Background: an optimization exercise with open tools, aiming at small area. Do not read the settings as production practice. The RTL was checked by simulation tests, not by an equivalence proof against the original design.

alpha:
// settings
module settings #(
  parameter int unsigned MEMORY_WIDTH      = 32,
  parameter int unsigned ROM_MEMORY_LENGTH = 16,
  parameter int unsigned RAM_MEMORY_LENGTH = 16,
  localparam int unsigned ADDR_WIDTH       = $clog2(ROM_MEMORY_LENGTH + RAM_MEMORY_LENGTH)
) (
  input  logic                    clk,
  input  logic                    rstb,
  input  logic                    wen,
  input  logic [ADDR_WIDTH-1:0]   addr,
  input  logic [MEMORY_WIDTH-1:0] data_in,
  output logic [MEMORY_WIDTH-1:0] data_out,
  input  logic [MEMORY_WIDTH-1:0] rom_data_0,
  input  logic [MEMORY_WIDTH-1:0] rom_data_1,
  input  logic [MEMORY_WIDTH-1:0] rom_data_2,
  input  logic [MEMORY_WIDTH-1:0] rom_data_3,
  input  logic [MEMORY_WIDTH-1:0] rom_data_4,
  input  logic [MEMORY_WIDTH-1:0] rom_data_5,
  input  logic [MEMORY_WIDTH-1:0] rom_data_6,
  input  logic [MEMORY_WIDTH-1:0] rom_data_7,
  input  logic [MEMORY_WIDTH-1:0] rom_data_8,
  input  logic [MEMORY_WIDTH-1:0] rom_data_9,
  ...
Size in the first run: ~1600 cells after synthesis.
export LEC_CHECK = 0
export CAP_MARGIN = 20
export CORE_AREA = 5 5 245 245
export DIE_AREA = 0 0 250 250
export SLEW_MARGIN = 20
create_clock -name core_clock -period 12.0 [get_ports {clk}]
standard.sh (not shown) runs the stock make flow with config.mk's settings and CLKGATE_MAP_FILE= SYNTH_SCRIPT=/design/flow/synth_recipe.tcl, a recipe that flattens the netlist after the stock synthesis.
==> flow/flow/run.sh <==
#!/bin/bash
# Own layout flow: the standard synthesis, then its combinational logic re-mapped by
# flow/gennet.py (registers kept as synthesised), then the standard layout steps with
# minimum-size port buffers and a leaner clock tree. Each tool's output goes to its own log.
set -euo pipefail
R=orfs/results/$FLOW_PLATFORM/settings/base
bash standard.sh synth > log_synth.txt 2>&1
cp $R/1_2_yosys.v $R/1_2_yosys_standard.v
python3 flow/gennet.py $R/1_2_yosys_standard.v $R/1_2_yosys_mapped.v > log_gennet.txt 2>&1
cp $R/1_2_yosys_mapped.v $R/1_2_yosys.v
touch $R/1_2_yosys.v
export BUFFER_PORTS_ARGS="-buffer_cell sky130_fd_sc_hd__buf_1"
export IO_PLACER_V="met2 met4"
export CTS_ARGS="-sink_clustering_enable -sink_clustering_size 16 -sink_clustering_max_diameter 60 -repair_clock_nets -dont_use_dummy_load -buf_list \"sky130_fd_sc_hd__clkbuf_4 sky130_fd_sc_hd__clkbuf_8\""
bash standard.sh finish > log_layout.txt 2>&1
Other scripts of this flow, unchanged in this note and not shown: flow/flow/gennet.py
For beta, these inputs were changed with respect to alpha:
- a change of DIE_AREA from 0 0 250 250 to 0 0 240 240
- a change of CORE_AREA from 5 5 245 245 to 5 5 235 235
diff --git a/flow/flow/run.sh b/flow/flow/run.sh
--- a/flow/flow/run.sh
+++ b/flow/flow/run.sh
@@ -13,2 +13 @@
-export IO_PLACER_V="met2 met4"
-export CTS_ARGS="-sink_clustering_enable -sink_clustering_size 16 -sink_clustering_max_diameter 60 -repair_clock_nets -dont_use_dummy_load -buf_list \"sky130_fd_sc_hd__clkbuf_4 sky130_fd_sc_hd__clkbuf_8\""
+export CTS_ARGS="-sink_clustering_enable -repair_clock_nets -dont_use_dummy_load -buf_list sky130_fd_sc_hd__clkbuf_8"
==> comparison <==
Run status, beta: aborted in I/O pin placement, error PPL-0024
From alpha to beta the numbers moved as follows: width of the die -4.0%, die height fell by 4.0%, gate count of the mapped netlist neither gained nor lost much.
#### Input delta (gamma over beta)
- changing CORE_AREA from 5 5 235 235 to 10 10 390 390
- changing DIE_AREA from 0 0 240 240 to 0 0 400 400
diff --git a/flow/flow/run.sh b/flow/flow/run.sh
--- a/flow/flow/run.sh
+++ b/flow/flow/run.sh
@@ -13 +13 @@
-export CTS_ARGS="-sink_clustering_enable -repair_clock_nets -dont_use_dummy_load -buf_list sky130_fd_sc_hd__clkbuf_8"
+export CTS_ARGS="-sink_clustering_enable -repair_clock_nets -dont_use_dummy_load"
### Flow results
Status: net count of the mapped netlist parity (gamma, beta)
Comparing gamma and beta, the one run not ending clean was beta.
Summary of the comparison: effective utilization at floorplan is lower in gamma, relative to beta.
Cell count after synthesis: beta vs gamma identical
Reported for gamma and beta, area of the mapped netlist turned out identical to the last digit.
gamma vs beta — number of rows created at floorplan climbed by more than half
Summary of gamma over beta: mean instance size in the synthesized netlist essentially unchanged, width of the die rose 160 µm, height of the chip rose by about 70%.

re-timing with driven ports:
No port has a modelled driver above. Below, the same layouts with a new extraction and two added sets of constraints.
Step 1 assumes that a clkbuf_16 drives the clock port and a buf_2 every other input.
Step 2 adds t to the input delays and takes it off the output delays; t is the mean of the earliest and latest rising clock arrival at the registers after step 1. Input paths then give back, and output paths get back, about the clock's delay inside the block.
Slacks: no drivers / after step 1 / after step 2; pairs: no drivers / after step 1.
| run | t (ns) | slack for setup (ns) | worst hold slack (ns) | worst slew at a driven data input, ns | cell pins on the clock port's net |
|---|---|---|---|---|---|
| alpha | 0.710 | 3.805 / 3.763 / 3.763 | 0.504 / 0.504 / 0.504 | 0.25 | 1 |
| gamma | 0.709 | 3.315 / 3.276 / 3.276 | 0.498 / 0.498 / 0.498 | 0.51 | 1 |
After both steps every run listed still meets setup and hold. The setup slack of alpha, which loses most, moves by -0.042 ns with the drivers and by -0.042 ns with both steps.
